This is an optimization exercise on Yosys and OpenROAD, whose aim is small area, a short achievable clock period and few clock cycles per item, not a production implementation.
The RTL was checked by simulation tests, not by an equivalence proof against the original design.
Power and IR drop assume default switching activity.

red:
==> flow/design.v <==
package iidl_pkg;
   localparam int CAPACITY_DEF = 64;
   localparam int DATA_W       = 32;
   localparam int OPCODE_W     = 3;
   localparam int POS_W        = 7;
   localparam int STATUS_W     = 2;
   localparam int LEN_W        = 7;
   localparam int READ_GROUP   = 8;
   localparam logic [OPCODE_W-1:0] OP_READ   = 3'd0;
   localparam logic [OPCODE_W-1:0] OP_FRONT  = 3'd1;
   localparam logic [OPCODE_W-1:0] OP_APPEND = 3'd2;
   localparam logic [OPCODE_W-1:0] OP_INSERT = 3'd3;
   localparam logic [OPCODE_W-1:0] OP_DELETE = 3'd4;
   localparam logic [STATUS_W-1:0] ST_DONE  = 2'd0;
   localparam logic [STATUS_W-1:0] ST_RANGE = 2'd1;
   localparam logic [STATUS_W-1:0] ST_FULL  = 2'd2;
   typedef struct packed {
      logic ins;
      logic del;
   } shift_ctl_type;
endpackage
import iidl_pkg::*;
module iidl_cell (
   input  logic                         clock,
   input  logic                         sel_left,
   input  logic                         sel_ins,
   input  logic                         sel_right,
   input  logic [iidl_pkg::DATA_W-1:0]  ins_value,
   input  logic [iidl_pkg::DATA_W-1:0]  left_value,
   input  logic [iidl_pkg::DATA_W-1:0]  right_value,
   output logic [iidl_pkg::DATA_W-1:0]  value
);
   logic [DATA_W-1:0] value_ff;
   logic              sel_hold;
   assign sel_hold = !(sel_left || sel_ins || sel_right);
   always_ff @(posedge clock) begin
      value_ff <= ({DATA_W{sel_left}}  & left_value)
                | ({DATA_W{sel_ins}}   & ins_value)
                | ({DATA_W{sel_right}} & right_value)
                | ({DATA_W{sel_hold}}  & value_ff);
   end
   assign value = value_ff;
endmodule
import iidl_pkg::*;
module iidl_read_tree #(
   parameter int CAPACITY   = iidl_pkg::CAPACITY_DEF,
   parameter int NUM_GROUPS = (CAPACITY + 15) / 16
) (
   input  logic [CAPACITY-1:0]                         sel,
   input  logic [CAPACITY-1:0][iidl_pkg::DATA_W-1:0]   values,
   output logic [NUM_GROUPS-1:0][iidl_pkg::DATA_W-1:0] result
);
   localparam int GROUP = (CAPACITY + NUM_GROUPS - 1) / NUM_GROUPS;
   always_comb begin
      for (int g = 0; g < NUM_GROUPS; g++) begin
         result[g] = '0;
         for (int k = 0; k < GROUP; k++) begin
            if (g * GROUP + k < CAPACITY) begin
               result[g] = result[g] | ({DATA_W{sel[g * GROUP + k]}} & values[g * GROUP + k]);
            end
         end
      end
   end
endmodule
import iidl_pkg::*;
module indexed_insert_delete_list #(
   parameter int CAPACITY = iidl_pkg::CAPACITY_DEF
) (
   input  logic                           clock,
   input  logic                           reset,
   input  logic                           req_valid,
   output logic                           req_ready,
   input  logic [iidl_pkg::OPCODE_W-1:0]  req_opcode,
   input  logic [iidl_pkg::POS_W-1:0]     req_position,
   input  logic [iidl_pkg::DATA_W-1:0]    req_value,
   output logic                           rsp_valid,
   input  logic                           rsp_ready,
   output logic [iidl_pkg::DATA_W-1:0]    rsp_read_value,
   output logic [iidl_pkg::STATUS_W-1:0]  rsp_status,
   output logic [iidl_pkg::LEN_W-1:0]     rsp_length
);
   localparam int CNT_W  = $clog2(CAPACITY + 1);
   localparam int CMP_W  = (CNT_W > POS_W) ? CNT_W : POS_W;
   localparam int RSP_W  = DATA_W + STATUS_W + LEN_W;
   localparam int GROUPS = (CAPACITY + 15) / 16;
   logic                s0_valid_ff;
   logic [OPCODE_W-1:0] s0_op_ff;
   logic [DATA_W-1:0]   s0_value_ff;
   logic [CAPACITY:1]   s0_lt_ff;        
   logic [CAPACITY-1:0] s0_eq_ff;        
   logic                s0_lt_n_ff;      
   logic                s0_le_n_ff;      
   logic [CNT_W-1:0]    count_next;
   logic [CMP_W-1:0]    eff_pos;         
   logic                ready_ff;         
   logic                f_insert_ff, f_delete_ff;
   logic                apply_next, full_next;
   logic [OPCODE_W-1:0] op_next;
   logic                s2_valid_ff;
   logic [GROUPS-1:0][DATA_W-1:0] s2_group_ff, group_in;
   logic                s2_hit_ff, s2_ones_ff;
   logic [STATUS_W-1:0] s2_status_ff;
   logic [LEN_W-1:0]    s2_len_ff;
   logic [CNT_W-1:0]    count_ff, count_in;
   logic                out_valid_ff, skid_valid_ff;
   logic [RSP_W-1:0]    out_ff, skid_ff, rsp_in;
   logic                s0_load, adv, go, out_free, next_s0_valid, next_skid_valid;
   logic [CMP_W-1:0]    count_ext;
   logic                is_read, is_front, is_append, is_insert, is_delete;
   logic                full, pos_lt_n, pos_le_n, ins_ok, del_ok;
   logic [STATUS_W-1:0] status_in;
   logic [DATA_W-1:0]   read_value, rd_value;
   logic [CAPACITY-1:0] pos_eq, pos_lt;
   logic [CAPACITY-1:0] sel_left, sel_ins, sel_right;
   logic [CAPACITY-1:0][DATA_W-1:0] cell_values;
   assign adv       = !skid_valid_ff;
   assign go        = s0_valid_ff && adv;
   assign out_free  = !out_valid_ff || rsp_ready;
   assign req_ready = ready_ff;
   assign s0_load   = !(s0_valid_ff && skid_valid_ff);
   always_ff @(posedge clock) begin
      if (s0_load) begin
         s0_op_ff    <= req_opcode;
         s0_value_ff <= req_value;
         for (int i = 1; i <= CAPACITY; i++) begin
            s0_lt_ff[i] <= (eff_pos < CMP_W'(i));
         end
         for (int i = 0; i < CAPACITY; i++) begin
            s0_eq_ff[i] <= (eff_pos == CMP_W'(i));
         end
         s0_lt_n_ff <= (eff_pos < CMP_W'(count_next));
         s0_le_n_ff <= (eff_pos <= CMP_W'(count_next));
      end
   end
   assign count_ext = CMP_W'(count_ff);
   assign is_read   = (s0_op_ff == OP_READ);
   assign is_front  = (s0_op_ff == OP_FRONT);
   assign is_append = (s0_op_ff == OP_APPEND);
   assign is_insert = (s0_op_ff == OP_INSERT);
   assign is_delete = (s0_op_ff == OP_DELETE);
   assign full      = (count_ext >= CMP_W'(CAPACITY));
   assign pos_lt_n  = s0_lt_n_ff;
   assign pos_le_n  = s0_le_n_ff;
   assign ins_ok = (is_front || is_append || (is_insert && pos_le_n)) && !full;
   assign del_ok = is_delete && pos_lt_n;
   always_comb begin
      status_in = ST_DONE;
      if ((is_read || is_delete) && !pos_lt_n) begin
         status_in = ST_RANGE;
      end else if (is_insert && !pos_le_n) begin
         status_in = ST_RANGE;
      end else if ((is_front || is_append || is_insert) && full) begin
         status_in = ST_FULL;
      end
   end
   always_comb begin
      count_in = count_ff;
      if (ins_ok) begin
         count_in = count_ff + CNT_W'(1);
      end else if (del_ok) begin
         count_in = count_ff - CNT_W'(1);
      end
   end
   for (genvar i = 0; i < CAPACITY; i++) begin : g_dec
      if (i == 0) begin : g_lt0
         assign pos_lt[i] = 1'b0;
      end else begin : g_lti
         assign pos_lt[i] = s0_lt_ff[i];
      end
      assign pos_eq[i]    = s0_eq_ff[i];
      assign sel_ins[i]   = f_insert_ff && pos_eq[i];
      assign sel_left[i]  = f_insert_ff && pos_lt[i];
      assign sel_right[i] = f_delete_ff && s0_lt_ff[i+1] && (i != CAPACITY - 1);
   end
   for (genvar i = 0; i < CAPACITY; i++) begin : g_cell
      logic [DATA_W-1:0] left_value, right_value;
      if (i == 0) begin : g_first
         assign left_value = '0;
      end else begin : g_left
         assign left_value = cell_values[i-1];
      end
      if (i == CAPACITY - 1) begin : g_last
         assign right_value = '0;
      end else begin : g_right
         assign right_value = cell_values[i+1];
      end
      iidl_cell u_cell (
         .clock       (clock),
         .sel_left    (sel_left[i]),
         .sel_ins     (sel_ins[i]),
         .sel_right   (sel_right[i]),
         .ins_value   (s0_value_ff),
         .left_value  (left_value),
         .right_value (right_value),
         .value       (cell_values[i])
      );
   end
   iidl_read_tree #(
      .CAPACITY   (CAPACITY),
      .NUM_GROUPS (GROUPS)
   ) u_read_tree (
      .sel    (pos_eq & {CAPACITY{adv}}),
      .values (cell_values),
      .result (group_in)
   );
   always_ff @(posedge clock) begin
      for (int g = 0; g < GROUPS; g++) begin
         s2_group_ff[g] <= group_in[g] | (s2_group_ff[g] & {DATA_W{!adv}});
      end
   end
   always_ff @(posedge clock) begin
      if (adv) begin
         s2_hit_ff    <= is_read && pos_lt_n;
         s2_ones_ff   <= is_read && !pos_lt_n;
         s2_status_ff <= status_in;
         s2_len_ff    <= LEN_W'(count_in);
      end
   end
   always_comb begin
      read_value = '0;
      for (int g = 0; g < GROUPS; g++) begin
         read_value = read_value | s2_group_ff[g];
      end
      rd_value = ({DATA_W{s2_hit_ff}} & read_value) | {DATA_W{s2_ones_ff}};
   end
   assign rsp_in = {rd_value, s2_status_ff, s2_len_ff};
   assign next_s0_valid   = s0_load ? req_valid : s0_valid_ff;
   assign next_skid_valid = !out_free && (skid_valid_ff || s2_valid_ff);
   assign apply_next      = next_s0_valid && !next_skid_valid;
   assign op_next         = s0_load ? req_opcode : s0_op_ff;
   assign count_next      = go ? count_in : count_ff;
   assign eff_pos         = (req_opcode == OP_APPEND) ? CMP_W'(count_next)
                          : (req_opcode == OP_FRONT)  ? '0 : CMP_W'(req_position);
   assign full_next       = (count_next >= CNT_W'(CAPACITY));
   always_ff @(posedge clock) begin
      if (reset) begin
         ready_ff      <= 1'b1;
         f_insert_ff   <= 1'b0;
         f_delete_ff   <= 1'b0;
         s0_valid_ff   <= 1'b0;
         s2_valid_ff   <= 1'b0;
         count_ff      <= '0;
         out_valid_ff  <= 1'b0;
         skid_valid_ff <= 1'b0;
      end else begin
         ready_ff    <= !next_s0_valid || !next_skid_valid;
         f_insert_ff <= apply_next && !full_next
                        && (op_next == OP_INSERT || op_next == OP_APPEND || op_next == OP_FRONT);
         f_delete_ff <= apply_next && (op_next == OP_DELETE);
         s0_valid_ff <= next_s0_valid;
         if (go) begin
            count_ff <= count_in;
         end
         if (adv) begin
            s2_valid_ff <= s0_valid_ff;
         end
         if (out_free) begin
            out_valid_ff <= skid_valid_ff || s2_valid_ff;
         end
         skid_valid_ff <= next_skid_valid;
      end
   end
   always_ff @(posedge clock) begin
      if (out_free) begin
         out_ff <= skid_valid_ff ? skid_ff : rsp_in;
      end else if (adv) begin
         skid_ff <= rsp_in;
      end
   end
   assign rsp_valid      = out_valid_ff;
   assign rsp_read_value = out_ff[RSP_W-1 -: DATA_W];
   assign rsp_status     = out_ff[LEN_W +: STATUS_W];
   assign rsp_length     = out_ff[LEN_W-1:0];
endmodule
export LEC_CHECK = 0
export CAP_MARGIN = 25
export CELL_PAD_IN_SITES_DETAIL_PLACEMENT = 1
export CELL_PAD_IN_SITES_GLOBAL_PLACEMENT = 2
export CORE_MARGIN = 2
export CORE_UTILIZATION = 34
export CTS_CLUSTER_DIAMETER = 85
export CTS_CLUSTER_SIZE = 30
export PLACE_DENSITY = 0.46
export SETUP_SLACK_MARGIN = 2.6
export SLEW_MARGIN = 20
export TNS_END_PERCENT = 20
create_clock -name core_clock -period 5.0 [get_ports {clock}]
standard.sh (not shown) runs the stock make flow with config.mk's settings and CLKGATE_MAP_FILE= SYNTH_SCRIPT=/design/flow/synth_recipe.tcl, a recipe that flattens the netlist after the stock synthesis.
==> flow/flow/run.sh <==
#!/bin/bash
# The standard layout, with the port buffers made of buf_4 cells instead of the
# default choice (a delay buffer) so that the output ports are driven quickly.
set -euo pipefail
export BUFFER_PORTS_ARGS="-buffer_cell sky130_fd_sc_hd__buf_4"
bash standard.sh > standard_flow.log 2>&1
Testbench counts of red, summed over its fixed seeds: cycles 4,824, items 4,800.
Setup changes, red to blue
--- a/flow/design.v
+++ b/flow/design.v
@@ -25,14 +25,13 @@
    input  logic                         sel_left,
    input  logic                         sel_ins,
    input  logic                         sel_right,
+   input  logic                         sel_hold,
    input  logic [iidl_pkg::DATA_W-1:0]  ins_value,
    input  logic [iidl_pkg::DATA_W-1:0]  left_value,
    input  logic [iidl_pkg::DATA_W-1:0]  right_value,
    output logic [iidl_pkg::DATA_W-1:0]  value
 );
    logic [DATA_W-1:0] value_ff;
-   logic              sel_hold;
-   assign sel_hold = !(sel_left || sel_ins || sel_right);
    always_ff @(posedge clock) begin
       value_ff <= ({DATA_W{sel_left}}  & left_value)
                 | ({DATA_W{sel_ins}}   & ins_value)
@@ -93,7 +92,7 @@
    logic [CNT_W-1:0]    count_next;
    logic [CMP_W-1:0]    eff_pos;         
    logic                ready_ff;         
-   logic                f_insert_ff, f_delete_ff;
+   logic                f_insert_ff, f_delete_ff, f_modify_ff;
    logic                apply_next, full_next;
    logic [OPCODE_W-1:0] op_next;
    logic                s2_valid_ff;
@@ -111,7 +110,7 @@
    logic [STATUS_W-1:0] status_in;
    logic [DATA_W-1:0]   read_value, rd_value;
    logic [CAPACITY-1:0] pos_eq, pos_lt;
-   logic [CAPACITY-1:0] sel_left, sel_ins, sel_right;
+   logic [CAPACITY-1:0] sel_left, sel_ins, sel_right, sel_hold;
    logic [CAPACITY-1:0][DATA_W-1:0] cell_values;
    assign adv       = !skid_valid_ff;
    assign go        = s0_valid_ff && adv;
@@ -171,6 +170,11 @@
       assign sel_ins[i]   = f_insert_ff && pos_eq[i];
       assign sel_left[i]  = f_insert_ff && pos_lt[i];
       assign sel_right[i] = f_delete_ff && s0_lt_ff[i+1] && (i != CAPACITY - 1);
+      if (i == CAPACITY - 1) begin : g_hold_last
+         assign sel_hold[i] = !(f_insert_ff && s0_lt_ff[i+1]);
+      end else begin : g_hold
+         assign sel_hold[i] = !(f_modify_ff && s0_lt_ff[i+1]);
+      end
    end
    for (genvar i = 0; i < CAPACITY; i++) begin : g_cell
       logic [DATA_W-1:0] left_value, right_value;
@@ -189,6 +193,7 @@
          .sel_left    (sel_left[i]),
          .sel_ins     (sel_ins[i]),
          .sel_right   (sel_right[i]),
+         .sel_hold    (sel_hold[i]),
          .ins_value   (s0_value_ff),
          .left_value  (left_value),
          .right_value (right_value),
@@ -236,6 +241,7 @@
       if (reset) begin
          ready_ff      <= 1'b1;
          f_insert_ff   <= 1'b0;
+         f_modify_ff   <= 1'b0;
          f_delete_ff   <= 1'b0;
          s0_valid_ff   <= 1'b0;
          s2_valid_ff   <= 1'b0;
@@ -247,6 +253,9 @@
          f_insert_ff <= apply_next && !full_next
                         && (op_next == OP_INSERT || op_next == OP_APPEND || op_next == OP_FRONT);
          f_delete_ff <= apply_next && (op_next == OP_DELETE);
+         f_modify_ff <= apply_next && ((!full_next && (op_next == OP_INSERT || op_next == OP_APPEND
+                                                       || op_next == OP_FRONT))
+                                       || op_next == OP_DELETE);
          s0_valid_ff <= next_s0_valid;
          if (go) begin
             count_ff <= count_in;
--- outcome ---
blue and red ended up with roughly the same number of flip-flops and latches. The commonest non-fill, non-tap cell in the layout comes out dfxtp_1 in one run and a22oi_1 in the other, namely in red and blue respectively. Between red and blue, area of the multi-input gates decreased. blue against red: number of global-route vias before repair increased 7339; insertion delay to the later sink of the worst-skew pair shows a reduction of 0.03 ns; area share of and/or/nand/nor cells after synthesis climbed 6.3 points. Diff red -> blue: cell internal power dissipation saw a decrease; count of nets left with antenna violations after detail routing held steady; count of H-tree levels built during CTS has remained practically unchanged; number of gates resized after CTS now sits lower. Design area: blue and red compared, higher one is red. blue reports a lower total power than red does. The global-route wire length before repair was comparable across blue and red. On die area, blue tracks red almost exactly.
Testbench counts of blue, summed over its fixed seeds: cycles 4,824, items 4,800.

[re-timing with driven ports]
The results above use ideal ports. As a check the final layouts listed here were re-extracted and re-timed, cells and wires unchanged.
Step 1, drivers: a clkbuf_16 drives clock and a buf_2 each remaining input, both assumed.
Step 2 adds t to the input delays and takes it off the output delays; t is the mean of the earliest and latest rising clock arrival at the registers after step 1. Input paths then give back, and output paths get back, about the clock's delay inside the block.
Three values: ideal ports, drivers, drivers and shift; two values: the first two.
| run | t (ns) | setup WS [ns] | worst hold slack (ns) | slew at the worst register clock pin (ns) | worst data-port slew with drivers (ns) |
|---|---|---|---|---|---|
| red | 1.033 | 2.236 / 2.236 / 1.771 | 0.215 / 0.136 / 0.471 | 0.12 / 0.12 | 0.06 |
| blue | 1.022 | 2.229 / 2.147 / 1.626 | 0.240 / 0.154 / 0.526 | 0.12 / 0.12 | 0.12 |
After both steps every run listed still meets setup and hold. The setup slack of blue, which loses most, moves by -0.082 ns with the drivers and by -0.603 ns with both steps.
